This design comes from an exercise in tuning for small area, a short achievable clock period and few clock cycles on the open sky130 flow, not from production work.
RTL that was checked went through simulation tests only; none was proved equivalent to the original.
No functional check of the RTL was part of runs 5 to 7.

**design/flow/flow/run.sh**
```bash
#!/bin/bash
# Standard ORFS layout, with the port buffers inserted as the smallest buffer
# (the resizer still upsizes any that timing needs).
set -euo pipefail
export BUFFER_PORTS_ARGS="-buffer_cell sky130_fd_sc_hd__buf_1"
bash standard.sh finish > standard_flow.log 2>&1
```
**design/flow/standard.sh**
```bash
#!/bin/bash
# synth_recipe.tcl (not shown) runs the flow's synth.tcl, then flattens the netlist and writes it again
# the make line also repeats each setting of config.mk as NAME=value (left out here)
make -C /OpenROAD-flow-scripts/flow DESIGN_CONFIG=/design/flow/config.mk WORK_HOME=/design/flow/orfs CLKGATE_MAP_FILE= SYNTH_SCRIPT=/design/flow/synth_recipe.tcl "${@:-finish}"
```
**design/flow/config.mk**
```make
export PLATFORM = sky130hd
export DESIGN_NAME = seq_store_top
export DESIGN_NICKNAME = seq_store_top
export VERILOG_FILES = /design/flow/design.v
export SDC_FILE = /design/flow/constraint.sdc
export NUM_CORES = 4
export LEC_CHECK = 0
export CAP_MARGIN = 20
export CORE_MARGIN = 2
export CORE_UTILIZATION = 60
export CTS_CLUSTER_DIAMETER = 70
export CTS_CLUSTER_SIZE = 32
export PLACE_DENSITY = 0.75
export SETUP_SLACK_MARGIN = 3.4
export SLEW_MARGIN = 20
export SYNTH_HIERARCHICAL = 1
export TNS_END_PERCENT = 20
```
**design/flow/constraint.sdc**
```tcl
create_clock -name core_clock -period 6.3 [get_ports {clk_i}]
set_input_delay 1.2600 -clock core_clock [delete_from_list [all_inputs] [get_ports {clk_i}]]
set_output_delay 1.2600 -clock core_clock [all_outputs]
set_load 0.01 [all_outputs]
```
**design/flow/design.v**
```verilog
`default_nettype none
package store_pkg;
  localparam int unsigned BUS_NIBBLES = 16;
  localparam int unsigned BUS_BYTES   = 8;
  localparam int unsigned BUS_NB_W    = 4;
  localparam int unsigned SEQ_NIBBLES = 32;
  localparam int unsigned SEQ_NB_W    = 5;
  typedef struct packed {
    logic [SEQ_NIBBLES-1:0][3:0] nb;
    logic [SEQ_NIBBLES-1:0]      en;
  } seq_entry_t;
  typedef struct packed {
    logic [BUS_NB_W-1:0] addr_off;
    logic                is_head;
    logic [BUS_NB_W:0]   lbn;
    logic                is_last;
    logic                is_final;
  } txn_beat_t;
  typedef struct packed {
    logic [7:0] vstart;
    logic [1:0] eew;
  } meta_t;
  typedef struct packed {
    logic [4*BUS_NIBBLES-1:0] data;
    logic [BUS_BYTES-1:0]     strb;
    logic                     last;
  } w_beat_t;
  typedef struct packed {
    logic                load;
    logic [SEQ_NB_W-1:0] load_ptr;
    logic                advance;
    logic [BUS_NB_W:0]   adv_cnt;
    logic                bus_clear;
    logic                seq_clear;
  } cursor_cmd_t;
  typedef struct packed {
    logic [BUS_NB_W:0]   start;
    logic [BUS_NB_W:0]   upper;
    logic [SEQ_NB_W-1:0] seq_ptr;
  } pack_win_t;
endpackage
`default_nettype wire
`timescale 1ns/1ps
`default_nettype none
module ready_gate_rx (
  input  wire logic a_i,
  input  wire logic b_i,
  input  wire logic w_i,
  output logic      y_o
);
  assign y_o = a_i || (b_i && w_i);
endmodule
module ready_gate_tx (
  input  wire logic a_i,
  input  wire logic b_i,
  input  wire logic c_i,
  input  wire logic w_i,
  input  wire logic d_i,
  input  wire logic v_i,
  output logic      y_o
);
  assign y_o = a_i || (b_i && (c_i || w_i) && (d_i || v_i));
endmodule
`default_nettype wire
`timescale 1ns/1ps
`default_nettype none
module seq_store_top (
  input  wire logic                  clk_i,
  input  wire logic                  rst_ni,
  input  wire logic                  rx_deshfu_valid_i,
  output logic                       rx_deshfu_ready_o,
  input  wire store_pkg::seq_entry_t rx_deshfu_i,
  input  wire logic                  txn_valid_i,
  output logic                       txn_ready_o,
  input  wire store_pkg::txn_beat_t  txn_i,
  input  wire logic                  meta_valid_i,
  output logic                       meta_ready_o,
  input  wire store_pkg::meta_t      meta_i,
  output logic                       axi_w_valid_o,
  input  wire logic                  axi_w_ready_i,
  output store_pkg::w_beat_t         axi_w_o
);
  logic        in_req_q;
  logic        hold_q;
  logic        view_hold_q;   
  logic [4:0]  ptr_q;
  logic [15:0][3:0] hi_nb_q;
  logic [15:0]      hi_en_q;
  logic        out_valid_q;
  store_pkg::w_beat_t out_q;
  logic        tq_valid_q;
  logic [3:0]  tq_lower_q;
  logic [4:0]  tq_cnt_q;
  logic        tq_last_q;
  logic        tq_final_q;
  logic        tn_valid_q;
  logic [3:0]  tn_lower_q;
  logic [4:0]  tn_cnt_q;
  logic        tn_last_q;
  logic        tn_final_q;
  logic [4:0]  sum_q;     
  logic        span_q;    
  logic        ge17_q;    
  logic        rdy_s0_q;  
  logic        rdy_v0_q;  
  logic        rdy_v1_q;  
  logic        ge32_q;    
  logic [4:0]  rot_q;     
  logic        mv0_q;
  logic        mv1_q;
  logic [4:0]  moff0_q;
  logic [4:0]  moff1_q;
  logic base;
  logic straddle;
  logic slot_free;
  logic need_x;
  logic step;
  logic capture;
  logic take_x;
  logic fin;
  logic load_meta;
  logic tn_move;
  logic tn_load;
  assign base      = in_req_q && tq_valid_q;
  assign straddle  = !hold_q && span_q;
  assign slot_free = !out_valid_q || axi_w_ready_i;
  assign need_x    = !hold_q || span_q;
  assign fin       = tq_final_q;
  assign capture   = base && straddle && rx_deshfu_valid_i;
  assign step      = base && !straddle && slot_free && (!need_x || rx_deshfu_valid_i);
  assign take_x    = capture || (step && (fin ? need_x : (!hold_q && ge17_q)));
  assign load_meta = mv0_q && (!in_req_q || (step && fin));
  assign tn_move   = step || !tq_valid_q;
  assign tn_load   = txn_valid_i && txn_ready_o;
  logic ready_go;     
  logic ready_free;   
  logic rx_pre_a;
  logic rx_pre_b;
  logic tx_pre_a;
  logic tx_pre_b;
  assign ready_go   = base && !straddle;
  assign ready_free = !need_x;
  assign rx_pre_b   = in_req_q && (hold_q ? rdy_v1_q : rdy_v0_q);
  assign rx_pre_a   = (in_req_q && !hold_q && rdy_s0_q) || (rx_pre_b && !out_valid_q);
  assign tx_pre_a   = !tn_valid_q || !tq_valid_q;
  assign tx_pre_b   = tn_valid_q && tq_valid_q && ready_go;
  ready_gate_tx u_txn_ready (
    .a_i (tx_pre_a),
    .b_i (tx_pre_b),
    .c_i (!out_valid_q),
    .w_i (axi_w_ready_i),
    .d_i (ready_free),
    .v_i (rx_deshfu_valid_i),
    .y_o (txn_ready_o)
  );
  ready_gate_rx u_rx_ready (
    .a_i (rx_pre_a),
    .b_i (rx_pre_b),
    .w_i (axi_w_ready_i),
    .y_o (rx_deshfu_ready_o)
  );
  assign meta_ready_o      = !mv1_q;
  logic [4:0] meta_off;
  logic [4:0] ptr_n;
  always_comb begin
    case (meta_i.eew)
      2'd0:    meta_off = {meta_i.vstart[3:0], 1'b0};
      2'd1:    meta_off = {meta_i.vstart[2:0], 2'b0};
      2'd2:    meta_off = {meta_i.vstart[1:0], 3'b0};
      default: meta_off = {meta_i.vstart[0], 4'b0};
    endcase
  end
  logic [4:0] ptr_1;    
  logic [4:0] ptr_0;    
  logic [3:0] lower_0;
  logic [4:0] cnt_0;
  logic [5:0] sum_1;
  logic [5:0] sum_0;
  logic [4:0] rot_1;
  logic [4:0] rot_0;
  assign ptr_1   = fin ? moff0_q : sum_q;
  assign ptr_0   = in_req_q ? ptr_q : moff0_q;
  assign lower_0 = tq_valid_q ? tq_lower_q : tn_lower_q;
  assign cnt_0   = tq_valid_q ? tq_cnt_q : tn_cnt_q;
  assign sum_1   = {1'b0, ptr_1} + {1'b0, tn_cnt_q};
  assign sum_0   = {1'b0, ptr_0} + {1'b0, cnt_0};
  assign rot_1   = ptr_1 - {1'b0, tn_lower_q};
  assign rot_0   = ptr_0 - {1'b0, lower_0};
  logic [5:0] sum_s;
  logic [4:0] rot_s;
  logic       span_n;
  logic       ge17_n;
  logic       tqv_n;
  logic       fin_n;
  assign span_n = step ? sum_1 > 6'd32 : sum_0 > 6'd32;
  assign ge17_n = step ? sum_1 >= 6'd17 : sum_0 >= 6'd17;
  assign tqv_n  = tn_move ? tn_valid_q : tq_valid_q;
  assign fin_n  = tn_move ? tn_final_q : tq_final_q;
  assign ptr_n = step ? ptr_1 : ptr_0;
  assign sum_s = step ? sum_1 : sum_0;
  assign rot_s = step ? rot_1 : rot_0;
  always_ff @(posedge clk_i or negedge rst_ni) begin
    if (!rst_ni) begin
      in_req_q   <= 1'b0;
      hold_q     <= 1'b0;
      view_hold_q <= 1'b0;
      tq_valid_q <= 1'b0;
      tn_valid_q <= 1'b0;
    end else begin
      if (capture) begin
        hold_q <= 1'b1;
      end else if (step) begin
        if (fin) begin
          hold_q <= 1'b0;
        end else if (hold_q) begin
          hold_q <= !ge32_q;
        end else begin
          hold_q <= ge17_q && !ge32_q;
        end
      end
      if (capture) begin
        view_hold_q <= 1'b1;
      end else if (step) begin
        view_hold_q <= !fin && !ge32_q && (view_hold_q || ge17_q);
      end
      if (load_meta) begin
        in_req_q <= 1'b1;
      end else if (step && fin) begin
        in_req_q <= 1'b0;
      end
      if (tn_move) begin
        tq_valid_q <= tn_valid_q;
      end
      if (txn_ready_o) begin
        tn_valid_q <= txn_valid_i;
      end
    end
  end
  always_ff @(posedge clk_i) begin
    ptr_q  <= ptr_n;
    sum_q  <= sum_s[4:0];
    span_q <= span_n;
    ge17_q <= ge17_n;
    rdy_s0_q <= tqv_n && span_n;
    rdy_v0_q <= tqv_n && !span_n && (fin_n || ge17_n);
    rdy_v1_q <= tqv_n && fin_n && span_n;
    ge32_q <= sum_s[5];
    rot_q  <= rot_s;
    if (tn_move) begin
      tq_lower_q <= tn_lower_q;
      tq_cnt_q   <= tn_cnt_q;
      tq_last_q  <= tn_last_q;
      tq_final_q <= tn_final_q;
    end
    if (tn_load) begin
      tn_lower_q <= txn_i.is_head ? txn_i.addr_off : 4'd0;
      tn_cnt_q   <= (txn_i.is_last ? txn_i.lbn : 5'd16)
                    - {1'b0, txn_i.is_head ? txn_i.addr_off : 4'd0};
      tn_last_q  <= txn_i.is_last;
      tn_final_q <= txn_i.is_final;
    end
  end
  logic meta_push;
  assign meta_push = meta_valid_i && !mv1_q;
  always_ff @(posedge clk_i or negedge rst_ni) begin
    if (!rst_ni) begin
      mv0_q <= 1'b0;
      mv1_q <= 1'b0;
    end else begin
      if (load_meta) begin
        mv0_q <= mv1_q || meta_push;
        mv1_q <= 1'b0;
      end else begin
        mv0_q <= mv0_q || meta_push;
        mv1_q <= mv1_q || (mv0_q && meta_push);
      end
    end
  end
  always_ff @(posedge clk_i) begin
    if (load_meta ? !mv1_q : !mv0_q) begin
      moff0_q <= meta_off;
    end else if (load_meta) begin
      moff0_q <= moff1_q;
    end
    if (meta_push && mv0_q && !load_meta) begin
      moff1_q <= meta_off;
    end
  end
  always_ff @(posedge clk_i) begin
    if (take_x) begin
      for (int j = 0; j < 16; j++) begin
        hi_nb_q[j] <= rx_deshfu_i.nb[16+j];
      end
      hi_en_q <= rx_deshfu_i.en[31:16];
    end
  end
  logic [31:0][4:0] view;
  always_comb begin
    for (int j = 0; j < 32; j++) begin
      if (j >= 17 && view_hold_q) begin
        view[j] = {hi_en_q[j-16], hi_nb_q[j-16]};
      end else begin
        view[j] = {rx_deshfu_i.en[j], rx_deshfu_i.nb[j]};
      end
    end
  end
  logic [30:0][4:0] r4;
  logic [22:0][4:0] r3;
  logic [18:0][4:0] r2;
  logic [16:0][4:0] r1;
  logic [15:0][4:0] r0;
  always_comb begin
    for (int k = 0; k < 31; k++) r4[k] = rot_q[4] ? view[(k+16)%32] : view[k];
    for (int k = 0; k < 23; k++) r3[k] = rot_q[3] ? r4[k+8] : r4[k];
    for (int k = 0; k < 19; k++) r2[k] = rot_q[2] ? r3[k+4] : r3[k];
    for (int k = 0; k < 17; k++) r1[k] = rot_q[1] ? r2[k+2] : r2[k];
    for (int k = 0; k < 16; k++) r0[k] = rot_q[0] ? r1[k+1] : r1[k];
  end
  logic [4:0]       tq_upper;
  logic [15:0][3:0] bus_nb;
  assign tq_upper = {1'b0, tq_lower_q} + tq_cnt_q;
  logic [15:0]      bus_en;
  logic [7:0]       bus_strb;
  always_comb begin
    for (int i = 0; i < 16; i++) begin
      if (4'(i) >= tq_lower_q && 5'(i) < tq_upper) begin
        bus_nb[i] = r0[i][3:0];
        bus_en[i] = r0[i][4];
      end else begin
        bus_nb[i] = 4'd0;
        bus_en[i] = 1'b0;
      end
    end
    for (int k = 0; k < 8; k++) begin
      bus_strb[k] = bus_en[2*k] | bus_en[2*k+1];
    end
  end
  always_ff @(posedge clk_i or negedge rst_ni) begin
    if (!rst_ni) begin
      out_valid_q <= 1'b0;
    end else if (step) begin
      out_valid_q <= 1'b1;
    end else if (axi_w_ready_i) begin
      out_valid_q <= 1'b0;
    end
  end
  always_ff @(posedge clk_i) begin
    if (step) begin
      out_q.data <= bus_nb;
      out_q.strb <= bus_strb;
      out_q.last <= tq_last_q;
    end
  end
  assign axi_w_valid_o = out_valid_q;
  assign axi_w_o       = out_q;
endmodule
`default_nettype wire
```
==> impl_metrics.yaml, run 1 <==
status:
  outcome: "timing/DRC/antenna clean"
route:
  dr.pass1.iters: 7
  drc: 0
  drtIter0Drc: 1356
  vias_per_cell: 6.69
  antenna_left: 0
  wl_per_cell_um: 24.3
  wl_um: 43400
  routed-via-count: 12000
cells_and_area:
  drive_above_1_share_pct: 21.3
  fillers: 1779
  stdcell_area_um2: 17100
  nNetsFinal: 1670
  final_common_cell: "buf_1"
  final_cell_mix: "256 x buf_1, 177 x edfxtp_1, 134 x mux2i_1, 132 x nor2_1, 121 x mux4_2"
  multi_input_area_um2: 8650
  fin_util_pct: 70.3
  area_growth_pct: 14.4
  stdcell_count: 1787
  seqCellArea_um2: 5980
cts:
  cts_buffers: 14
  ctsLongestPathBuffers: 3
  cts.sinks: 207
  cts_max_level: 1
  clk_latency_ns: 0.50
  cts_root_buf: "clkbuf_16"
  cts_tree: "built"
  clkSlewWorstSetupHoldPaths_ns: 0.10
synth:
  postSynthCellCount: 1220
  synth_fa_ha_area_share_pct: 3.04
  synth-main-ff-cell: "edfxtp_1"
  netlist_area_um2: 15000
  synth_seq_cells: 207
  async_flop_share_pct: 3.86
  synth-simple-area-share_pct: 8.01
  synth_top_family_by_area: "multiplexers"
  synth.area.mux_share_pct: 35.6
  synth_edf_count: 177
  yosysWarnings: 39
  synth-compound-area-share_pct: 9.04
  synthDistinctLibCells: 61
  seq_area_frac_synth_pct: 39.7
  synth-xor-area-share_pct: 0.818
  synthesis.nets: 1440
  synth_area_per_cell_um2: 12.3
worst_setup_path:
  cp-end-kind: "output port"
  path_class: "primary input to output port"
  start_kind: "primary input"
  slowest_delay_ns: 0.14
  cp.required_ns: 5.04
  critical-path-slowest-cell: "o221ai_2"
  path_cells: "buf_6 > o221ai_2 > nand2b_1 > buf_2"
  path_max_fanout: 3
  worst-path-buf-inv: 2
  cpLargestDelayFamily: "buffers and inverters"
  arrival_ns: 1.73
placement:
  dp_hpwl_um: 32300
  dp.cells: 1731
  gp_congestion: 0.985
  portBuffers: 260
  dpl-instance-area_um2: 16100
grt:
  grt_pass1_vias: 11100
  antenna_found_initial: 5
  gr-total-overflow: 0
  grt_pass1_wl_um: 65400
  grt_usage_pct: 32.7
  grt_max_degree: 80
die:
  start_util_pct: 61.5
  die_w_um: 162
  dieArea_um2: 26300
  coreArea_um2: 24400
  num_io_pins: 265
  floorplan.rows: 57
  die_h_um: 162
timing:
  max_freq_ghz: 0.334
  rsz0062_at_grt: "yes"
  period_minus_slack_ns: 2.99
  skew_ns: 0.0177
  report.final.slew_viol_count: 0
  max_slew.worst_pin.slew_ns: 1.01
  setup_viol: 0
  finalCritPeriodShare_pct: 47.5
  tns_ns: 0
  slew_headroom_pct: 32.3
  hold_violations: 0
min_path:
  hold_path.class: "flop to flop"
run:
  maxCapViolCount: 0
==> stage by stage <==
stage / hold slack (ns) / setup slack (ns)
final: 0.436 / 3.31
after global routing: 0.446 / 3.28
after CTS: 0.443 / 3.28
after detailed placement: 0.418 / 2.74
after global placement: 0.406 / 2.80
after floorplan: 0.400 / 2.77
==> worst register-to-register path, delay by kind of cell (launching register included) <==
| family | cells | cell delay [ns] |
|---|---|---|
| buffers and inverters | 2 | 0.33 |
| flip-flops | 1 | 0.52 |
| AO/OA/AOI/OAI | 1 | 0.19 |
| multiplexers | 3 | 1.12 |
| AND/OR/NAND/NOR | 2 | 0.48 |
==> modules after synthesis, one instance, submodules excluded <==
module	cells inside	area, µm²	times used	flops+latches
ready_gate_rx	1	7.51	1	0
ready_gate_tx	2	21.3	1	0
seq_store_top	1217	15000	1	207
==> what timing repair did <==
item,CTS,global route
pin swaps,2,4
resized for setup,30,32
cloned,0,1
hold buffers,0,0
endpoints found under the setup margin,85,117
setup buffers,17,9
==> per-layer routing <==
| metal | track usage, % | up-vias | routed length (µm) |
|---|---|---|---|
| li1 | - | 5248 | - |
| met1 | 49.2 | 5847 | 17300 |
| met2 | 48.0 | 773 | 19200 |
| met3 | 8.22 | 83 | 5660 |
| met4 | 8.61 | 2 | 1130 |
| met5 | 0 | - | 13 |
==> state kept, by name, summed over array words and instances, names as in the netlist, 4 cells and up <==
name	count
sum_q	5
ptr_q	5
tn_lower_q	4
out_q	73
moff1_q	4
hi_nb_q	60
tq_lower_q	4
tq_cnt_q	5
tn_cnt_q	5
hi_en_q	15
rot_q	5
moff0_q	4
==> cells in the mapped netlist, types with 4 or more instances <==
cell type,number,area (µm²)
a211oi_1,30,225
a21o_1,11,82.6
a21oi_1,41,205
a221oi_1,12,105
a22o_1,13,114
and2_1,17,106
and3_1,9,56.3
buf_1,14,52.6
buf_2,35,175
buf_6,5,56.3
clkbuf_1,29,109
dfrtp_1,8,200
dfxtp_1,22,440
edfxtp_1,177,5320
fa_1,6,120
ha_1,26,325
inv_1,34,128
mux2_1,36,405
mux2_2,70,788
mux2i_1,142,1420
mux4_2,121,2730
nand2_1,63,236
nand2b_1,5,31.3
nand3_1,14,70.1
nor2_1,134,503
nor2b_1,5,31.3
nor3_1,12,60.1
o211a_1,6,60.1
o211ai_1,4,30.0
o21a_1,5,37.5
o21ai_0,26,130
o21ai_1,11,55.1
o22ai_1,13,81.3
o311a_1,4,40.0
or2_2,4,25.0
or3_1,7,43.8
xnor2_1,10,87.6
xor2_1,4,35.0
==> logic make-up after synthesis <==
kind of cell | Yosys count
muxes | 369
AOI/OAI and AO/OA | 197
DFF | 207
adders and majority gates | 33
and+or+nand+nor | 275
buffers and inverters | 125
xor gates and xnor gates | 14
==> cell type report <==
class | count | area share, %
Sequential cell | 207 | 34.9
Multi-Input combinational cell | 888 | 50.4
Clock inverter | 8 | 0.620
Inverter | 39 | 0.883
Tap cell | 324 | 2.36
Antenna cell | 5 | 0.0730
Timing Repair Buffer | 300 | 8.55
Clock buffer | 16 | 2.21
==> final timing paths <==
path / start / endpoint / slack (ns) / depth (start not counted)
max in group asynchronous: rst_ni / view_hold_q / 5.27 / 1
worst max register to register: view_hold_q / out_q[46] / 3.38 / 8
worst min-delay path: tq_last_q / out_q[0] / 0.44 / 0
worst min register to register: tq_last_q / out_q[0] / 0.44 / 0
min in group asynchronous: rst_ni / out_valid_q / 0.67 / 1
worst max-delay path: axi_w_ready_i / txn_ready_o / 3.31 / 4
Testbench counts, summed over its fixed seeds: cycles 8,613.
==> run 2, diff against run 1 <==
--- a/design/flow/config.mk
+++ b/design/flow/config.mk
@@ -7,11 +7,11 @@
 export LEC_CHECK = 0
 export CAP_MARGIN = 20
 export CORE_MARGIN = 2
-export CORE_UTILIZATION = 60
+export CORE_UTILIZATION = 65
 export CTS_CLUSTER_DIAMETER = 70
 export CTS_CLUSTER_SIZE = 32
 export PLACE_DENSITY = 0.75
-export SETUP_SLACK_MARGIN = 3.4
+export SETUP_SLACK_MARGIN = 3.3
 export SLEW_MARGIN = 20
 export SYNTH_HIERARCHICAL = 1
 export TNS_END_PERCENT = 20
==> run 2 against run 1 <==
  * Worst setup slack worse by 0.032 ns
  * Non-clock buffer count increased by 1
  * Die area decreased by 7.5%
  * Via count decreased by 1.0%
  * Register-to-register slack lost 0.09 ns
  * Global-route usage increased by 2.9 points
  * Synthesized cell count unchanged
  * Highest routed layer is now met4
==> impl_metrics.yaml, run 2 <==
synth:
  yosysWarnings: 39
  synth_area_leader_cell: "edfxtp_1"
  seq_area_frac_synth_pct: 39.7
  synth_top_area_share_pct: 35.5
  synth_seq_cells: 207
  netlist_area_um2: 15000
  synth_common_cells: "177 x edfxtp_1, 142 x mux2i_1, 134 x nor2_1"
  synthDistinctLibCells: 61
  synth-main-ff-cell: "edfxtp_1"
  synth_edf_count: 177
  synth-xor-area-share_pct: 0.818
  synthesis.nets: 1440
  async_flop_share_pct: 3.86
  synth_area_per_cell_um2: 12.3
  synth-compound-area-share_pct: 9.04
  synth-simple-area-share_pct: 8.01
  yosysMostFrequentCell: "edfxtp_1"
  ys_top_cells_by_area: "edfxtp_1 35%, mux4_2 18%, mux2i_1 9.5%, mux2_2 5.3%, nor2_1 3.4%"
  synth_fa_ha_area_share_pct: 3.04
  postSynthCellCount: 1220
  synth.area.mux_share_pct: 35.6
  synth_top_family_by_area: "multiplexers"
cells_and_area:
  final_cell_mix: "257 x buf_1, 177 x edfxtp_1, 140 x mux2i_1, 133 x nor2_1, 121 x mux4_2"
  largest_reg_flops: 73
  area_growth_pct: 13.4
  drive_above_1_share_pct: 20.2
  final_common_cell: "buf_1"
  regMostFlops: "out_q"
  nNetsFinal: 1671
  reg_top3: "out_q (73), hi_nb_q (60), hi_en_q (15)"
  stdcell_count: 1746
  stdcell_area_um2: 17000
  fin_util_pct: 75.1
timing:
  timing.hold.ws_ns: 0.434
  slew_headroom_pct: 34.7
  report.final.slew_viol_count: 0
  max_freq_ghz: 0.331
  period_minus_slack_ns: 3.02
  setup_slack_ns: 3.28
  skew_ns: 0.0167
  max_slew.worst_pin.slew_ns: 0.971
  tns_ns: 0
  finalCritPeriodShare_pct: 48.0
  hold_violations: 0
  rsz0062_at_grt: "yes"
  setup_viol: 0
cts:
  ctsLongestPathBuffers: 3
  cts.sinks: 207
  clk_latency_ns: 0.49
  cts_root_buf: "clkbuf_16"
  clkSlewWorstSetupHoldPaths_ns: 0.11
  cts_max_level: 1
  cts_tree: "built"
  holdBufCountCts: 0
  cts_buffers: 13
worst_setup_path:
  cp-end-kind: "flop"
  critical-path-slowest-cell: "and2_1"
  cpLargestDelayFamily: "buffers and inverters"
  start_kind: "primary input"
  crit_top_cell: "buf_4"
  reg2reg_depth: 7
  worst-path-buf-inv: 11
  rrSetupSlack_ns: 3.29
  slowest_delay_ns: 0.35
  path_cells: "buf_6 > o221ai_2 > nand2b_1 > buf_4 > buf_4 > buf_4 > buf_4 > buf_4 > buf_4 > buf_4 > buf_4 > buf_4 > buf_4 > and2_1"
  cp.required_ns: 6.45
  path_class: "primary input to flop"
  path_depth: 14
  path_max_fanout: 11
  arrival_ns: 3.18
grt:
  grt_pass1_wl_um: 65200
  grt_pass1_vias: 11300
  grt_usage_pct: 35.6
  grt_max_degree: 73
  gr-total-overflow: 0
  antenna_found_initial: 3
min_path:
  hold_path.class: "flop to flop"
  hold_depth: 0
die:
  dieArea_um2: 24300
  start_util_pct: 66.2
  floorplan.rows: 55
  num_io_pins: 265
  die_w_um: 156
  coreArea_um2: 22600
  die_h_um: 156
placement:
  pre_cts_slack_ns: 2.33
  dp.cells: 1692
  gp_congestion: 0.956
  dpl-instance-area_um2: 16100
  dp_hpwl_um: 32100
  portBuffers: 260
route:
  drtIter0Drc: 1464
  wl_um: 43100
  dr.pass1.iters: 6
  antenna_left: 0
  wl_per_cell_um: 24.7
  vias_per_cell: 6.78
  drc: 0
  routed-via-count: 11800
run:
  maxCapViolCount: 0
status:
  outcome: "timing/DRC/antenna clean"
-- run 2: cell types whose count changed in the layout (fill, tap and decap cells not counted), moves of 3 or more --
| cell | before | now |
|---|---|---|
| mux2i_1 | 134 | 140 |
| buf_4 | 24 | 28 |
| mux2i_2 | 6 | 2 |
| clkbuf_16 | 16 | 13 |
-- run 2: timing repair --
action / in CTS / in global routing
endpoints found under the setup margin: 179 / 104
gates resized for setup: 32 / 20
pin swaps: 2 / 1
buffers inserted: 21 / 7
cloned: 1 / 0
-- run 2: Yosys stat by module (local to each module, per instance) --
module         cells inside  flops+latches  times used  area [µm²]
seq_store_top          1217            207           1       15000
ready_gate_rx             1              0           1        7.51
ready_gate_tx             2              0           1        21.3
-- run 2: worst paths after layout --
check,to,startpoint
setup / recovery,tn_final_q,axi_w_ready_i
hold reg to reg,out_q[0],tq_last_q
setup reg to reg,out_q[70],tq_cnt_q[0]
max in group asynchronous,tq_valid_q,rst_ni
hold / removal,out_q[0],tq_last_q
min in group asynchronous,tn_valid_q,rst_ni
-- run 2: logic make-up (layout without fill, tap and decap cells) --
family                     after synthesis  in the layout
buffers and inverters                  125            361
and+or+nand+nor                        275            275
AOI/OAI and AO/OA                      197            198
other                                    0              4
adders and majority gates               33             33
DFF                                    207            207
muxes                                  369            369
xor gates and xnor gates                14             14
-- run 2: area by class of cell --
type	count	area [µm²]
Inverter	39	163
Timing Repair Buffer	301	1450
Sequential cell	207	5970
Clock inverter	6	108
Antenna cell	4	10.0
Clock buffer	15	343
Fill cell	1564	5640
Multi-Input combinational cell	889	8600
Tap cell	285	357
-- run 2: metal layers --
metal / GRT usage [%] / up-vias / share of wire, %
li1: - / 5250 / -
met5: 0 / - / 0
met1: 52.8 / 5704 / 40
met2: 53.8 / 804 / 44
met4: 8.21 / 0 / 2.6
met3: 8.67 / 74 / 13
==> run 3, diff against run 2 <==
--- a/design/flow/config.mk
+++ b/design/flow/config.mk
@@ -7,9 +7,7 @@
 export LEC_CHECK = 0
 export CAP_MARGIN = 20
 export CORE_MARGIN = 2
-export CORE_UTILIZATION = 65
-export CTS_CLUSTER_DIAMETER = 70
-export CTS_CLUSTER_SIZE = 32
+export CORE_UTILIZATION = 60
 export PLACE_DENSITY = 0.75
 export SETUP_SLACK_MARGIN = 3.3
 export SLEW_MARGIN = 20
==> run 3 against run 2 <==
  * Highest routed layer is now met5
  * Critical path type is now flop to flop
  * Clock skew grew 0.0048 ns
  * Routed wire length grew 0.50%
  * Sequential share of layout area shrank 0.35 points
==> impl_metrics.yaml, run 3 <==
status:
  outcome: "timing/DRC/antenna clean"
cells_and_area:
  multi_input_area_um2: 8570
  final_cell_mix: "256 x buf_1, 177 x edfxtp_1, 138 x mux2i_1, 133 x nor2_1, 121 x mux4_2"
  fin_util_pct: 70.4
  stdcell_area_um2: 17200
  area_growth_pct: 14.6
  final_common_cell: "buf_1"
  largest_reg_flops: 73
  fillers: 1794
  regMostFlops: "out_q"
  nNetsFinal: 1669
  reg_top3: "out_q (73), hi_nb_q (60), hi_en_q (15)"
  drive_above_1_share_pct: 20.0
  seqCellArea_um2: 5980
synth:
  seq_area_frac_synth_pct: 39.7
  netlist_area_um2: 15000
  async_flop_share_pct: 3.86
  synth_seq_cells: 207
  synth_edf_count: 177
  synth_common_cells: "177 x edfxtp_1, 142 x mux2i_1, 134 x nor2_1"
  yosysMostFrequentCell: "edfxtp_1"
  synth_top_area_share_pct: 35.5
  synthDistinctLibCells: 61
  synth-main-ff-cell: "edfxtp_1"
  postSynthCellCount: 1220
  yosysWarnings: 39
  synthesis.nets: 1440
  synth_area_per_cell_um2: 12.3
  ys_top_cells_by_area: "edfxtp_1 35%, mux4_2 18%, mux2i_1 9.5%, mux2_2 5.3%, nor2_1 3.4%"
  synth_area_leader_cell: "edfxtp_1"
timing:
  report.final.slew_viol_count: 0
  slew_headroom_pct: 23.8
  skew_ns: 0.0214
  max_slew.worst_pin.slew_ns: 1.13
  tns_ns: 0
  period_minus_slack_ns: 3.12
  finalCritPeriodShare_pct: 49.4
  hold_violations: 0
  rsz0062_at_grt: "yes"
  setup_viol: 0
  timing.hold.ws_ns: 0.428
  max_freq_ghz: 0.321
worst_setup_path:
  path_class: "flop to flop"
  slowest_delay_ns: 0.93
  start_kind: "flop"
  critical_path.startpoint: "tq_cnt_q[0]"
  crit_end: "out_q[71]"
  cpLargestDelayFamily: "simple AND/OR/NAND/NOR gates"
  rrSetupSlack_ns: 3.18
  reg2reg_depth: 7
  path_max_fanout: 5
  r2r_start: "tq_cnt_q[0]"
  crit_top_cell: "o21ai_0"
  path_cells: "ha_1 > fa_2 > nand3_1 > a21oi_1 > nor3_1 > o21ai_0 > o21ai_0"
  path_depth: 7
  worst-path-buf-inv: 0
  critical-path-slowest-cell: "nor3_1"
  arrival_ns: 3.45
  cp-end-kind: "flop"
  reg2reg_to: "out_q[71]"
  cp.required_ns: 6.64
cts:
  ctsLongestPathBuffers: 3
  cts.sinks: 207
  cts_max_level: 1
  holdBufCountCts: 0
  cts_buffers: 22
  cts_root_buf: "clkbuf_16"
  clkSlewWorstSetupHoldPaths_ns: 0.07
  cts_tree: "built"
  clk_latency_ns: 0.53
die:
  die_h_um: 162
  num_io_pins: 265
  start_util_pct: 61.5
  floorplan.rows: 57
  coreArea_um2: 24400
  dieArea_um2: 26300
  die_w_um: 162
route:
  routed-via-count: 11800
  drc: 0
  wl_um: 43300
  antenna_left: 0
  dr.pass1.iters: 6
  vias_per_cell: 6.58
  wl_per_cell_um: 24.1
  drtIter0Drc: 1610
placement:
  gp_congestion: 0.985
  portBuffers: 260
  dp_hpwl_um: 32300
  dpl-instance-area_um2: 16100
run:
  maxCapViolCount: 0
grt:
  grt_pass1_vias: 11300
  antenna_found_initial: 5
  grt_max_degree: 80
  grt_pass1_wl_um: 66200
  grt_usage_pct: 33.1
  gr-total-overflow: 0
min_path:
  hold_path.class: "flop to flop"
run 3: cell types whose count changed in the layout (fill, tap and decap cells not counted), sizes merged:
cell	change
buf	-12
clkbuf	+21
clkinv	+4
diode	+1
inv	-4
o21ai	-1
run 3: worst min-delay path by stage:
stage / from / endpoint / cells past startpoint / slack [ns]
final: tq_last_q / out_q[0] / 0 / 0.43
after floorplan: tq_last_q / out_q[0] / 0 / 0.40
after global placement: tq_last_q / out_q[0] / 0 / 0.41
after detailed placement: tq_last_q / out_q[0] / 0 / 0.42
after global routing: tn_last_q / tq_last_q / 0 / 0.43
after CTS: tq_last_q / out_q[0] / 0 / 0.43
run 3: layer usage:
layer	global-route usage (%)	share of wire [%]
met5	0	0.030
met2	48.4	44
met3	8.86	13
met4	8.65	2.5
met1	49.5	41
run 3: cell type report:
| cell class | instances | area share [%] |
|---|---|---|
| multi-input cells | 888 | 49.9 |
| flip-flops and latches | 207 | 34.8 |
| repair buffers | 291 | 7.85 |
| clock buffers | 34 | 3.82 |
| well taps | 324 | 2.36 |
| inverters | 39 | 0.889 |
| clock inverters | 6 | 0.299 |
| diodes | 5 | 0.0729 |
run 3: Yosys stat by module, one instance, submodules excluded:
module | cells | area [µm²] | flops+latches
ready_gate_rx | 1 | 7.51 | 0
seq_store_top | 1217 | 15000 | 207
ready_gate_tx | 2 | 21.3 | 0
run 3: logic make-up (layout without fill, tap and decap cells):
| logic type | after synthesis | count (layout) | synth area share, % |
|---|---|---|---|
| flops | 207 | 207 | 39.7 |
| mux | 369 | 369 | 35.6 |
| fa+ha+maj | 33 | 33 | 3.04 |
| other cells | 0 | 5 | 0 |
| buf+inv | 125 | 370 | 3.75 |
| compound gates | 197 | 197 | 9.04 |
| xor+xnor | 14 | 14 | 0.818 |
| simple gates | 275 | 275 | 8.01 |
run 3: through the flow:
| stage | setup WS, ns | cells |
|---|---|---|
| final | 3.18 | 1794 |
| after global routing | 3.22 | 1793 |
| after CTS | 3.27 | 1785 |
| after detailed placement | 2.74 | 1731 |
| after global placement | 2.80 | 1731 |
| after floorplan | 2.77 | 1220 |
run 3: timing repair:
action	in CTS	in global routing
pin swaps	1	1
gates cloned	0	0
setup buffers	14	4
endpoints found under the setup margin	77	49
resized for setup	27	11
run 3: worst register-to-register path, delay by kind of cell, from the launching register on:
family                   cells  cell delay [ns]
AND/OR/NAND/NOR              2             1.04
AO/OA/AOI/OAI                3             0.81
adder cells (fa/ha/maj)      2             0.67
flip-flops                   1             0.42
==> run 4, diff against run 3 <==
--- a/design/flow/config.mk
+++ b/design/flow/config.mk
@@ -8,6 +8,8 @@
 export CAP_MARGIN = 20
 export CORE_MARGIN = 2
 export CORE_UTILIZATION = 60
+export CTS_CLUSTER_DIAMETER = 75
+export CTS_CLUSTER_SIZE = 40
 export PLACE_DENSITY = 0.75
 export SETUP_SLACK_MARGIN = 3.3
 export SLEW_MARGIN = 20
==> run 4 against run 3 <==
  * Core utilization down 0.55 points
  * First-iteration DRC count down 15%
  * Global-route usage down 0.64 points
  * Register-to-register slack better by 0.13 ns
  * Critical path depth unchanged
  * Critical path type is now primary input to flop
==> impl_metrics.yaml, run 4 <==
synth:
  synthesis.nets: 1440
  seq_area_frac_synth_pct: 39.7
  ys_top_cells_by_area: "edfxtp_1 35%, mux4_2 18%, mux2i_1 9.5%, mux2_2 5.3%, nor2_1 3.4%"
  postSynthCellCount: 1220
  synth_common_cells: "177 x edfxtp_1, 142 x mux2i_1, 134 x nor2_1"
  netlist_area_um2: 15000
  synth_area_per_cell_um2: 12.3
  synth_seq_cells: 207
  async_flop_share_pct: 3.86
  yosysWarnings: 39
  yosysMostFrequentCell: "edfxtp_1"
  synth-main-ff-cell: "edfxtp_1"
  synth_edf_count: 177
  synth_area_leader_cell: "edfxtp_1"
  synth_top_area_share_pct: 35.5
  synthDistinctLibCells: 61
placement:
  pre_cts_slack_ns: 2.74
  dp_hpwl_um: 32300
  portBuffers: 260
  gp_congestion: 0.985
  dp.cells: 1731
timing:
  max_slew.worst_pin.slew_ns: 0.995
  setup_viol: 0
  rsz0062_at_grt: "yes"
  report.final.slew_viol_count: 0
  skew_ns: 0.0232
  slew_headroom_pct: 33.6
  period_minus_slack_ns: 3.05
  hold_violations: 0
  finalCritPeriodShare_pct: 48.4
  setup_slack_ns: 3.25
  max_freq_ghz: 0.328
  tns_ns: 0
grt:
  grt_usage_pct: 32.5
  grt_pass1_vias: 11000
  grt_max_degree: 80
  grt_pass1_wl_um: 65000
  gr-total-overflow: 0
  antenna_found_initial: 4
cells_and_area:
  reg_top3: "out_q (73), hi_nb_q (60), hi_en_q (15)"
  area_growth_pct: 13.7
  drive_above_1_share_pct: 20.2
  final_common_cell: "buf_1"
  nNetsFinal: 1662
  largest_reg_flops: 73
  final_cell_mix: "256 x buf_1, 177 x edfxtp_1, 139 x mux2i_1, 132 x nor2_1, 121 x mux4_2"
  regMostFlops: "out_q"
  stdcell_count: 1775
die:
  die_h_um: 162
  die_w_um: 162
  floorplan.rows: 57
  coreArea_um2: 24400
  dieArea_um2: 26300
  start_util_pct: 61.5
  num_io_pins: 265
route:
  wl_um: 43000
  met2RoutedLength_um: 18900
  dr.pass1.iters: 6
  met1_length_um: 17800
  routed-via-count: 11900
  highest_layer: "met5"
  drtIter0Drc: 1374
  drc: 0
  antenna_left: 0
  dr_wl_met3_um: 5290
  wl_per_cell_um: 24.2
  vias_per_cell: 6.68
worst_setup_path:
  arrival_ns: 3.37
  cp-end-kind: "flop"
  rrSetupSlack_ns: 3.31
  r2r_start: "tq_cnt_q[0]"
  cp.required_ns: 6.62
  path_class: "primary input to flop"
  critical_path.startpoint: "rx_deshfu_i[17]"
  start_kind: "primary input"
  reg2reg_depth: 8
  path_max_fanout: 4
  reg2reg_to: "out_q[7]"
cts:
  ctsLongestPathBuffers: 3
  cts_buffers: 13
  cts_root_buf: "clkbuf_16"
  holdBufCountCts: 0
  clkSlewWorstSetupHoldPaths_ns: 0.10
  cts_max_level: 1
  cts.sinks: 207
  clk_latency_ns: 0.49
  cts_tree: "built"
min_path:
  worstHoldEndpoint: "out_q[0]"
  hold_path.class: "flop to flop"
  hold_start: "tq_last_q"
  hold_depth: 0
run:
  maxCapViolCount: 0
status:
  outcome: "timing/DRC/antenna clean"
[run 4: layer usage]
| metal | up-vias | GRT usage, % |
|---|---|---|
| met5 | - | 0 |
| met4 | 2 | 6.96 |
| met3 | 70 | 7.15 |
| met2 | 766 | 48.1 |
| met1 | 5797 | 49.7 |
| li1 | 5224 | - |
[run 4: what timing repair did]
action | 4_1_cts | 5_1_grt
pin swaps | 0 | 4
setup buffers | 12 | 8
endpoints found under the setup margin | 78 | 128
resized for setup | 22 | 33
[run 4: per-stage QoR]
stage	utilization [%]	area [µm²]	hold slack, ns
2_1_floorplan	-	15000	0.400
3_3_place_gp	66.0	16100	0.406
3_5_place_dp	66.0	16100	0.418
4_1_cts	69.0	16800	0.443
5_1_grt	69.9	17000	0.445
6_report	69.9	17000	0.436
[run 4: cell families after synthesis]
| kind of cell | count (synthesis) | synth area share (%) |
|---|---|---|
| AO/OA/AOI/OAI | 197 | 9.04 |
| XOR/XNOR | 14 | 0.818 |
| adder cells (fa/ha/maj) | 33 | 3.04 |
| buffers and inverters | 125 | 3.75 |
| flip-flops | 207 | 39.7 |
| multiplexers | 369 | 35.6 |
| AND/OR/NAND/NOR | 275 | 8.01 |
[run 4: area by class of cell]
type | count | area (µm²)
tap | 324 | 405
inverter | 39 | 150
clock inverter | 8 | 160
fill | 1793 | 7350
clock buffer | 13 | 325
timing repair buffer | 293 | 1410
sequential | 207 | 5980
antenna | 3 | 7.51
multi-input combinational | 888 | 8610
[run 4: per-module statistics from Yosys (local to each module, per instance)]
module	cells inside	flip-flops and latches
seq_store_top	1217	207
ready_gate_rx	1	0
ready_gate_tx	2	0
[run 4: worst max path at each step]
stage	depth (start not counted)	slack, ns	to
floorplan	5	2.77	hi_en_q[10]
global placement	7	2.80	out_q[21]
detailed placement	7	2.74	out_q[17]
CTS	5	3.23	txn_ready_o
global route	9	3.23	rdy_v0_q
finish	7	3.25	out_q[2]
[run 4: critical path, stage by stage]
cell,delay [ns]
buf_1,0.15
mux2_1,0.21
mux2i_1,0.15
mux4_2,0.52
a211oi_1,0.70
a221oi_2,0.17
nor2_2,0.20
==> run 5, diff against run 4 <==
--- a/design/flow/design.v
+++ b/design/flow/design.v
@@ -107,9 +107,7 @@
   logic        ge32_q;    
   logic [4:0]  rot_q;     
   logic        mv0_q;
-  logic        mv1_q;
   logic [4:0]  moff0_q;
-  logic [4:0]  moff1_q;
   logic base;
   logic straddle;
   logic slot_free;
@@ -159,7 +157,15 @@
     .w_i (axi_w_ready_i),
     .y_o (rx_deshfu_ready_o)
   );
-  assign meta_ready_o      = !mv1_q;
+  ready_gate_tx u_meta_ready (
+    .a_i (!mv0_q || !in_req_q),
+    .b_i (fin && ready_go),
+    .c_i (!out_valid_q),
+    .w_i (axi_w_ready_i),
+    .d_i (ready_free),
+    .v_i (rx_deshfu_valid_i),
+    .y_o (meta_ready_o)
+  );
   logic [4:0] meta_off;
   logic [4:0] ptr_n;
   always_comb begin
@@ -260,30 +266,16 @@
       tn_final_q <= txn_i.is_final;
     end
   end
-  logic meta_push;
-  assign meta_push = meta_valid_i && !mv1_q;
   always_ff @(posedge clk_i or negedge rst_ni) begin
     if (!rst_ni) begin
       mv0_q <= 1'b0;
-      mv1_q <= 1'b0;
-    end else begin
-      if (load_meta) begin
-        mv0_q <= mv1_q || meta_push;
-        mv1_q <= 1'b0;
-      end else begin
-        mv0_q <= mv0_q || meta_push;
-        mv1_q <= mv1_q || (mv0_q && meta_push);
-      end
+    end else if (meta_ready_o) begin
+      mv0_q <= meta_valid_i;
     end
   end
   always_ff @(posedge clk_i) begin
-    if (load_meta ? !mv1_q : !mv0_q) begin
+    if (meta_ready_o) begin
       moff0_q <= meta_off;
-    end else if (load_meta) begin
-      moff0_q <= moff1_q;
-    end
-    if (meta_push && mv0_q && !load_meta) begin
-      moff1_q <= meta_off;
     end
   end
   always_ff @(posedge clk_i) begin
--- a/design/flow/config.mk
+++ b/design/flow/config.mk
@@ -8,10 +8,8 @@
 export CAP_MARGIN = 20
 export CORE_MARGIN = 2
 export CORE_UTILIZATION = 60
-export CTS_CLUSTER_DIAMETER = 75
-export CTS_CLUSTER_SIZE = 40
-export PLACE_DENSITY = 0.75
+export CTS_CLUSTER_DIAMETER = 70
+export CTS_CLUSTER_SIZE = 32
 export SETUP_SLACK_MARGIN = 3.3
 export SLEW_MARGIN = 20
 export SYNTH_HIERARCHICAL = 1
-export TNS_END_PERCENT = 20
==> run 5 against run 4 <==
  * Worst hold slack worse by 0.010 ns
  * Worst setup slack worse by 0.030 ns
  * Via count is 8.1% higher
  * Design area is 2.5% higher
  * Non-clock buffer count is 5 higher
  * Highest routed layer unchanged
  * Synthesized cell count is 8.8% higher
  * Register-to-register slack better by 0.04 ns
  * Routed wire length is 12% higher
  * Clock-buffer cell count is 3 higher
==> impl_metrics.yaml, run 5 <==
placement:
  dp_hpwl_um: 35300
  gp_congestion: 1.03
  portBuffers: 260
  dp.cells: 1828
cells_and_area:
  fillers: 1928
  drive_above_1_share_pct: 21.1
  regMostFlops: "out_q"
  area_growth_pct: 13.7
  reg_top3: "out_q (73), hi_nb_q (60), hi_en_q (15)"
  multi_input_area_um2: 9090
  nNetsFinal: 1761
  final_cell_mix: "255 x buf_1, 173 x edfxtp_1, 118 x mux2i_1, 110 x mux4_2, 103 x nor2_1"
  seqCellArea_um2: 5840
  largest_reg_flops: 73
  stdcell_count: 1887
  final_common_cell: "buf_1"
worst_setup_path:
  slowest_delay_ns: 0.21
  crit_end: "meta_ready_o"
  critical-path-slowest-cell: "o221ai_4"
  r2r_start: "tq_lower_q[0]"
  start_kind: "primary input"
  critical_path.startpoint: "axi_w_ready_i"
  cp-end-kind: "output port"
  path_max_fanout: 6
  reg2reg_depth: 8
  rrSetupSlack_ns: 3.35
  path_cells: "buf_8 > o221ai_4 > nand2b_4 > clkbuf_2"
  arrival_ns: 1.82
  reg2reg_to: "out_q[1]"
  path_class: "primary input to output port"
  cp.required_ns: 5.04
grt:
  antenna_found_initial: 8
  grt_usage_pct: 34.7
  gr-total-overflow: 0
  grt_pass1_vias: 12000
  grt_max_degree: 115
  grt_pass1_wl_um: 69900
die:
  num_io_pins: 265
  floorplan.rows: 58
  coreArea_um2: 25200
  dieArea_um2: 26900
  die_h_um: 164
  die_w_um: 164
  start_util_pct: 61.0
synth:
  postSynthCellCount: 1327
  synthesis.nets: 1547
  synth-main-ff-cell: "edfxtp_1"
  synth_edf_count: 173
  async_flop_share_pct: 3.47
  yosysWarnings: 39
  seq_area_frac_synth_pct: 37.8
  netlist_area_um2: 15400
  synth_common_cells: "173 x edfxtp_1, 118 x mux2i_1, 110 x mux4_2"
  synth_top_area_share_pct: 33.8
  synth_seq_cells: 202
  synthDistinctLibCells: 71
  ys_top_cells_by_area: "edfxtp_1 34%, mux4_2 16%, mux2i_1 7.7%, mux2_2 7.3%, dfxtp_1 2.9%"
  yosysMostFrequentCell: "edfxtp_1"
  synth_area_leader_cell: "edfxtp_1"
  synth_area_per_cell_um2: 11.6
route:
  wl_um: 48000
  wl_per_cell_um: 25.4
  drc: 0
  routed-via-count: 12800
  antenna_left: 0
  dr.pass1.iters: 7
  vias_per_cell: 6.79
  drtIter0Drc: 1604
timing:
  hold_violations: 0
  setup_viol: 0
  slew_headroom_pct: 31.5
  max_slew.worst_pin.slew_ns: 1.02
  tns_ns: 0
  finalCritPeriodShare_pct: 48.8
  period_minus_slack_ns: 3.08
  rsz0062_at_grt: "yes"
  max_freq_ghz: 0.325
  skew_ns: 0.0255
  report.final.slew_viol_count: 0
cts:
  clkSlewWorstSetupHoldPaths_ns: 0.09
  clk_latency_ns: 0.51
  cts_buffers: 15
  cts_tree: "built"
  cts_max_level: 1
  cts.sinks: 202
  holdBufCountCts: 0
  ctsLongestPathBuffers: 3
  cts_root_buf: "clkbuf_16"
status:
  outcome: "timing/DRC/antenna clean"
min_path:
  hold_path.class: "flop to flop"
run:
  maxCapViolCount: 0
-- run 5: cell count changes after synthesis, sizes merged, moves of 10 or more --
cell and delta:
nand2 +25, a21oi +11, o22ai +31, clkbuf +14, a221oi +14, nor2 -30, mux4 -11, nor2b +11
o211ai +17, mux2i -24, mux2 +10, nand2b +17, nor3 +12, a22o -12
-- run 5: worst min path at each step --
| stage | end | depth (start not counted) | slack, ns | startpoint |
|---|---|---|---|---|
| global placement | tq_last_q | 0 | 0.40 | tn_last_q |
| finish | tq_last_q | 0 | 0.43 | tn_last_q |
| CTS | tq_last_q | 0 | 0.43 | tn_last_q |
| detailed placement | tq_last_q | 0 | 0.41 | tn_last_q |
| global route | tq_last_q | 0 | 0.44 | tn_last_q |
| floorplan | out_q[0] | 0 | 0.40 | tq_last_q |
-- run 5: critical path: cells and delay by family --
family | cells | cell delay [ns]
buffers and inverters | 2 | 0.24
AND/OR/NAND/NOR | 1 | 0.11
AO/OA/AOI/OAI | 1 | 0.21
-- run 5: layout make-up --
cell class,count,share of cell area (%)
repair buffers,298,8.22
inverters,41,0.917
clock inverters,10,0.766
repair inverters,1,0.0286
flip-flops and latches,202,33.4
diodes,7,0.100
well taps,330,2.36
clock buffers,16,2.17
multi-input cells,982,52.0
-- run 5: logic make-up after synthesis --
kind of cell | share of synthesized area (%)
AO/OA/AOI/OAI | 13.1
XOR/XNOR | 0.798
adder cells (fa/ha/maj) | 2.96
buffers and inverters | 3.95
flip-flops | 37.8
multiplexers | 32.4
AND/OR/NAND/NOR | 8.95
-- run 5: what timing repair did --
item,4_1_cts,5_1_grt
gates cloned,0,2
gates resized for setup,28,16
pin swaps,3,4
endpoints found under the setup margin,79,44
endpoints found under the hold margin,0,0
buffers inserted,15,9
-- run 5: metal layers --
metal	GRT usage, %	share of wire, %	routed length (µm)	vias to the layer above
li1	-	-	-	5682
met1	45.0	38	18400	6217
met2	55.6	46	22100	777
met3	7.32	9.9	4760	138
met4	17.3	5.6	2670	2
met5	0	0.027	13	-
-- run 5: Yosys stat by module (local to each module, per instance) --
module	area, µm²	flops+latches
seq_store_top	15300	202
ready_gate_tx	21.3	0
ready_gate_rx	7.51	0
-- run 5: through the flow --
stage	utilization [%]	worst slack, ns	hold slack (ns)	cell area, µm²
floorplan	-	2.65	0.400	15400
global placement	65.4	2.77	0.401	16500
detailed placement	65.4	2.75	0.407	16500
CTS	68.6	3.18	0.428	17300
global route	69.3	3.20	0.442	17500
finish	69.4	3.22	0.425	17500
==> run 6, diff against run 5 <==
--- a/design/flow/config.mk
+++ b/design/flow/config.mk
@@ -10,6 +10,8 @@
 export CORE_UTILIZATION = 60
 export CTS_CLUSTER_DIAMETER = 70
 export CTS_CLUSTER_SIZE = 32
+export PLACE_DENSITY = 0.75
 export SETUP_SLACK_MARGIN = 3.3
 export SLEW_MARGIN = 20
 export SYNTH_HIERARCHICAL = 1
+export TNS_END_PERCENT = 20
==> run 6 against run 5 <==
  * Still clean on timing, DRC and antenna
  * Sequential cell count unchanged
  * Design area increased by 0.36%
  * Global-route usage increased by 0.61 points
  * Critical path depth unchanged
  * Maximum frequency increased by 1.2%
  * Worst setup slack improved by 0.035 ns
  * First-iteration DRC count increased by 5.4%
  * Area after synthesis unchanged
==> impl_metrics.yaml, run 6 <==
status:
  outcome: "timing/DRC/antenna clean"
cts:
  ctsLongestPathBuffers: 3
  cts_tree: "built"
  cts_buffers: 16
  clk_latency_ns: 0.53
  cts_max_level: 1
  clkSlewWorstSetupHoldPaths_ns: 0.09
  cts.sinks: 202
  cts_root_buf: "clkbuf_16"
synth:
  synth_common_cells: "173 x edfxtp_1, 118 x mux2i_1, 110 x mux4_2"
  ys_top_cells_by_area: "edfxtp_1 34%, mux4_2 16%, mux2i_1 7.7%, mux2_2 7.3%, dfxtp_1 2.9%"
  synth_top_area_share_pct: 33.8
  synth_area_per_cell_um2: 11.6
  synth_edf_count: 173
  synth-main-ff-cell: "edfxtp_1"
  synthDistinctLibCells: 71
  yosysMostFrequentCell: "edfxtp_1"
  postSynthCellCount: 1327
  synthesis.nets: 1547
  async_flop_share_pct: 3.47
  synth_area_leader_cell: "edfxtp_1"
  seq_area_frac_synth_pct: 37.8
  synth_seq_cells: 202
  yosysWarnings: 39
  netlist_area_um2: 15400
grt:
  grt_pass1_wl_um: 71300
  gr-total-overflow: 0
  grt_usage_pct: 35.3
  grt_max_degree: 96
  grt_pass1_vias: 12400
  antenna_found_initial: 7
placement:
  gp_congestion: 1.04
  pre_cts_slack_ns: 2.79
  portBuffers: 260
  dp_hpwl_um: 35900
  dpl-instance-area_um2: 16500
route:
  wl_um: 47900
  routed-via-count: 12900
  drtIter0Drc: 1690
  vias_per_cell: 6.83
  dr.pass1.iters: 7
  drc: 0
  antenna_left: 0
  wl_per_cell_um: 25.3
worst_setup_path:
  path_max_fanout: 4
  cp.required_ns: 5.04
  arrival_ns: 1.78
  start_kind: "primary input"
  cp-end-kind: "output port"
  path_class: "primary input to output port"
  critical-path-slowest-cell: "o221ai_2"
  reg2reg_depth: 10
  path_cells: "buf_8 > o221ai_2 > nand2b_1 > buf_2"
  slowest_delay_ns: 0.15
cells_and_area:
  stdcell_area_um2: 17500
  nNetsFinal: 1763
  drive_above_1_share_pct: 21.1
  largest_reg_flops: 73
  regMostFlops: "out_q"
  reg_top3: "out_q (73), hi_nb_q (60), hi_en_q (15)"
  final_common_cell: "buf_1"
  area_growth_pct: 14.1
  final_cell_mix: "256 x buf_1, 173 x edfxtp_1, 116 x mux2i_1, 110 x mux4_2, 101 x nor2_1"
timing:
  hold_violations: 0
  setup_slack_ns: 3.26
  max_freq_ghz: 0.329
  skew_ns: 0.0278
  finalCritPeriodShare_pct: 48.3
  report.final.slew_viol_count: 0
  slew_headroom_pct: 24.7
  rsz0062_at_grt: "yes"
  period_minus_slack_ns: 3.04
  setup_viol: 0
  max_slew.worst_pin.slew_ns: 1.13
  tns_ns: 0
die:
  die_w_um: 164
  num_io_pins: 265
  die_h_um: 164
  floorplan.rows: 58
  coreArea_um2: 25200
  start_util_pct: 61.0
  dieArea_um2: 26900
run:
  maxCapViolCount: 0
min_path:
  hold_depth: 0
  hold_path.class: "flop to flop"
## run 6: worst max-delay path, delay by kind of cell
family / cells / cell delay, ns
buffers and inverters: 2 / 0.26
AO/OA/AOI/OAI: 1 / 0.15
AND/OR/NAND/NOR: 1 / 0.11
## run 6: cell type report
type / instances / area [µm²]
multi-input cells: 983 / 9100
fillers: 1855 / 7650
flip-flops and latches: 202 / 5830
repair buffers: 299 / 1410
clock buffers: 17 / 425
well taps: 330 / 413
clock inverters: 11 / 165
inverters: 41 / 161
diodes: 8 / 20.0
## run 6: cell families (layout without fill, tap and decap cells)
kind of cell / after synthesis / after routing / synth area share [%]
XOR/XNOR: 14 / 14 / 0.798
multiplexers: 344 / 344 / 32.4
other: 0 / 8 / 0
adder cells (fa/ha/maj): 33 / 33 / 2.96
AND/OR/NAND/NOR: 303 / 303 / 8.95
flip-flops: 202 / 202 / 37.8
buffers and inverters: 143 / 368 / 3.95
AO/OA/AOI/OAI: 288 / 289 / 13.1
## run 6: final timing paths
check / slack, ns / to / start
max in group asynchronous: 5.30 / view_hold_q / rst_ni
setup reg to reg: 3.31 / rdy_v0_q / tq_valid_q
hold / removal: 0.45 / out_q[0] / tq_last_q
min in group asynchronous: 0.65 / mv0_q / rst_ni
setup / recovery: 3.26 / txn_ready_o / axi_w_ready_i
hold reg to reg: 0.45 / out_q[0] / tq_last_q
## run 6: per-module statistics from Yosys, one instance, submodules excluded
module | flops+latches | area, µm² | cells inside
ready_gate_rx | 0 | 7.51 | 1
ready_gate_tx | 0 | 21.3 | 2
seq_store_top | 202 | 15300 | 1322
## run 6: stage by stage
step	cells	util (%)	hold slack, ns
6_report	1891	69.6	0.450
5_1_grt	1886	69.6	0.461
4_1_cts	1870	68.7	0.454
3_5_place_dp	1831	65.3	0.426
3_3_place_gp	1831	65.3	0.402
2_1_floorplan	1327	-	0.400
## run 6: metal layers
layer	share of wire, %	track usage [%]	vias up
met5	0	0	-
met4	7.3	22.0	0
met3	9.5	7.60	179
met2	48	58.4	768
met1	35	42.2	6269
li1	-	-	5693
## run 6: what timing repair did
item                       in CTS  in global routing
buffers inserted               11                 11
setup endpoints to repair      76                 69
gates resized for setup        39                 20
pin swaps                       5                  4
gates cloned                    0                  1
hold buffers                    0                  0
==> run 7, diff against run 6 <==
--- a/design/flow/design.v
+++ b/design/flow/design.v
@@ -118,7 +118,6 @@
   logic fin;
   logic load_meta;
   logic tn_move;
-  logic tn_load;
   assign base      = in_req_q && tq_valid_q;
   assign straddle  = !hold_q && span_q;
   assign slot_free = !out_valid_q || axi_w_ready_i;
@@ -129,7 +128,6 @@
   assign take_x    = capture || (step && (fin ? need_x : (!hold_q && ge17_q)));
   assign load_meta = mv0_q && (!in_req_q || (step && fin));
   assign tn_move   = step || !tq_valid_q;
-  assign tn_load   = txn_valid_i && txn_ready_o;
   logic ready_go;     
   logic ready_free;   
   logic rx_pre_a;
@@ -258,7 +256,7 @@
       tq_last_q  <= tn_last_q;
       tq_final_q <= tn_final_q;
     end
-    if (tn_load) begin
+    if (txn_ready_o) begin
       tn_lower_q <= txn_i.is_head ? txn_i.addr_off : 4'd0;
       tn_cnt_q   <= (txn_i.is_last ? txn_i.lbn : 5'd16)
                     - {1'b0, txn_i.is_head ? txn_i.addr_off : 4'd0};
@@ -279,7 +277,7 @@
     end
   end
   always_ff @(posedge clk_i) begin
-    if (take_x) begin
+    if (!hold_q) begin
       for (int j = 0; j < 16; j++) begin
         hi_nb_q[j] <= rx_deshfu_i.nb[16+j];
       end
@@ -337,7 +335,7 @@
     end
   end
   always_ff @(posedge clk_i) begin
-    if (step) begin
+    if (slot_free) begin
       out_q.data <= bus_nb;
       out_q.strb <= bus_strb;
       out_q.last <= tq_last_q;
--- a/design/flow/config.mk
+++ b/design/flow/config.mk
@@ -10,8 +10,6 @@
 export CORE_UTILIZATION = 60
 export CTS_CLUSTER_DIAMETER = 70
 export CTS_CLUSTER_SIZE = 32
-export PLACE_DENSITY = 0.75
 export SETUP_SLACK_MARGIN = 3.3
 export SLEW_MARGIN = 20
 export SYNTH_HIERARCHICAL = 1
-export TNS_END_PERCENT = 20
==> run 7 against run 6 <==
  * Core utilization rose by 0.21 points
  * Clock-buffer cell count did not move
  * First-iteration DRC count fell by 15%
  * Via count fell by 3.2%
  * Sequential cell count did not move
  * Critical endpoint is now rx_deshfu_ready_o
  * Die area barely moved
  * Worst setup slack got worse by 0.036 ns
  * Non-clock buffer count did not move
  * Critical path type is now flop to output port
  * Still clean
==> impl_metrics.yaml, run 7 <==
die:
  dieArea_um2: 26900
  die_w_um: 164
  coreArea_um2: 25200
  die_h_um: 164
  floorplan.rows: 58
  start_util_pct: 61.0
  num_io_pins: 265
route:
  drc: 0
  antenna_left: 0
  wl_um: 46900
  vias_per_cell: 6.75
  wl_per_cell_um: 25.3
  dr.pass1.iters: 5
  drtIter0Drc: 1443
  routed-via-count: 12500
cells_and_area:
  final_cell_mix: "255 x buf_1, 173 x edfxtp_1, 130 x mux2i_1, 114 x mux4_2, 114 x nor2_1"
  fillers: 1846
  final_common_cell: "buf_1"
  reg_top3: "out_q (73), hi_nb_q (60), hi_en_q (15)"
  fin_util_pct: 69.8
  drive_above_1_share_pct: 22.5
  regMostFlops: "out_q"
  area_growth_pct: 14.5
  largest_reg_flops: 73
  nNetsFinal: 1729
grt:
  grt_usage_pct: 34.4
  grt_pass1_wl_um: 69700
  grt_pass1_vias: 11700
  grt_max_degree: 90
  antenna_found_initial: 1
  gr-total-overflow: 0
timing:
  timing.hold.ws_ns: 0.427
  report.final.slew_viol_count: 0
  tns_ns: 0
  max_slew.worst_pin.slew_ns: 1.03
  rsz0062_at_grt: "yes"
  max_freq_ghz: 0.325
  period_minus_slack_ns: 3.08
  hold_violations: 0
  slew_headroom_pct: 31.1
  skew_ns: 0.0273
  setup_viol: 0
  finalCritPeriodShare_pct: 48.8
synth:
  synth_area_leader_cell: "edfxtp_1"
  synth_seq_cells: 202
  synthesis.nets: 1512
  yosysWarnings: 39
  synth_common_cells: "173 x edfxtp_1, 132 x mux2i_1, 116 x nor2_1"
  synth-main-ff-cell: "edfxtp_1"
  seq_area_frac_synth_pct: 37.8
  async_flop_share_pct: 3.47
  yosysMostFrequentCell: "edfxtp_1"
  postSynthCellCount: 1292
  synth_top_area_share_pct: 33.8
  synthDistinctLibCells: 72
  synth_edf_count: 173
  ys_top_cells_by_area: "edfxtp_1 34%, mux4_2 17%, mux2i_1 8.6%, mux2_2 6.8%, dfxtp_1 2.9%"
  netlist_area_um2: 15400
  synth_area_per_cell_um2: 11.9
cts:
  cts_root_buf: "clkbuf_16"
  clk_latency_ns: 0.54
  cts_buffers: 17
  ctsLongestPathBuffers: 3
  holdBufCountCts: 0
  cts_tree: "built"
  cts_max_level: 1
  clkSlewWorstSetupHoldPaths_ns: 0.09
  cts.sinks: 202
run:
  maxCapViolCount: 0
worst_setup_path:
  start_kind: "flop"
  arrival_ns: 1.82
  cp-end-kind: "output port"
  path_max_fanout: 4
  path_class: "flop to output port"
  cp.required_ns: 5.04
min_path:
  hold_path.class: "flop to flop"
placement:
  portBuffers: 260
  gp_congestion: 0.974
  dp_hpwl_um: 34100
status:
  outcome: "timing/DRC/antenna clean"
[run 7: Yosys stat by module (local to each module, per instance)]
module	times used	area (µm²)	cells inside	flip-flops and latches
seq_store_top	1	15300	1287	202
ready_gate_rx	1	7.51	1	0
ready_gate_tx	2	21.3	2	0
[run 7: worst paths after layout]
check / start / endpoint / slack (ns) / cells after the start
worst max-delay path: hold_q / rx_deshfu_ready_o / 3.22 / 5
worst min-delay path: tn_last_q / tq_last_q / 0.43 / 0
worst max register to register: view_hold_q / out_q[29] / 3.34 / 7
worst min register to register: tn_last_q / tq_last_q / 0.43 / 0
max in group asynchronous: rst_ni / view_hold_q / 5.33 / 1
min in group asynchronous: rst_ni / tq_valid_q / 0.63 / 1
[run 7: logic make-up after synthesis]
kind of cell | synth area share, %
fa+ha+maj | 2.97
xor+xnor | 0.855
simple gates | 7.89
flops | 37.8
mux | 34.1
buf+inv | 4.20
compound gates | 12.2
[run 7: final cells by class]
class | count | area [µm²] | share of cell area [%]
Multi-Input combinational cell | 954 | 9110 | 51.8
Sequential cell | 202 | 5840 | 33.2
Timing Repair Buffer | 299 | 1430 | 8.14
Clock buffer | 17 | 425 | 2.42
Tap cell | 330 | 413 | 2.35
Clock inverter | 13 | 220 | 1.25
Inverter | 35 | 145 | 0.825
Antenna cell | 2 | 5.00 | 0.0285
[run 7: worst max-delay path: stages (launching register included)]
cell and delay, ns:
dfrtp_2 0.47, mux2i_4 0.29, nor2b_2 0.07, a32o_1 0.20
a21o_1 0.15, clkbuf_2 0.12
[run 7: through the flow]
| step | setup slack (ns) | cells | instance area (µm²) |
|---|---|---|---|
| 6_report | 3.22 | 1852 | 17600 |
| 5_1_grt | 3.17 | 1850 | 17600 |
| 4_1_cts | 3.23 | 1838 | 17400 |
| 3_5_place_dp | 2.61 | 1794 | 16400 |
| 3_3_place_gp | 2.62 | 1794 | 16400 |
| 2_1_floorplan | 2.92 | 1292 | 15400 |
[run 7: layer usage]
metal,track usage (%),part of all wire [%]
met1,45.2,38
met4,16.1,5.9
met3,5.28,9.5
met5,0,0
met2,56.4,47
[run 7: timing repair]
item	CTS	global route
pin swaps	2	4
setup buffers	14	11
resized for setup	45	29
hold endpoints to repair	0	0
endpoints found under the setup margin	79	60
cloned	0	1

-- port drivers added, routing unchanged --
Ports are ideal in the flow. The routed layouts listed here were re-timed in OpenROAD.
Step 1 assumes that a clkbuf_16 drives the clock port and a buf_2 every other input.
Step 2 times the ports against the registers' clock, not the clock port: input delays grow and output delays shrink by t, the midpoint of the rising clock arrivals with the driver on.
Three values: ideal ports, drivers, drivers and shift; two values: the first two.
run | t (ns) | setup slack, ns | clock arrival spread, ns | slew at the worst register clock pin (ns) | worst data-port slew with drivers (ns)
run 1 | 0.545 | 3.310 / 3.276 / 2.839 | 0.018 / 0.018 | 0.11 / 0.11 | 0.09
run 2 | 0.534 | 3.278 / 3.248 / 2.754 | 0.019 / 0.019 | 0.11 / 0.11 | 0.08
run 3 | 0.568 | 3.185 / 3.185 / 2.763 | 0.022 / 0.022 | 0.07 / 0.07 | 0.09
run 4 | 0.531 | 3.253 / 3.245 / 2.730 | 0.024 / 0.024 | 0.11 / 0.11 | 0.08
run 5 | 0.550 | 3.223 / 3.185 / 2.718 | 0.025 / 0.025 | 0.11 / 0.11 | 0.10
run 6 | 0.568 | 3.258 / 3.216 / 2.843 | 0.029 / 0.030 | 0.09 / 0.09 | 0.10
run 7 | 0.572 | 3.223 / 3.175 / 2.784 | 0.027 / 0.027 | 0.11 / 0.11 | 0.09
After both steps setup and hold are still met in every run listed. The setup slack of run 2, which loses most, moves by -0.030 ns with the drivers and by -0.524 ns with both steps.
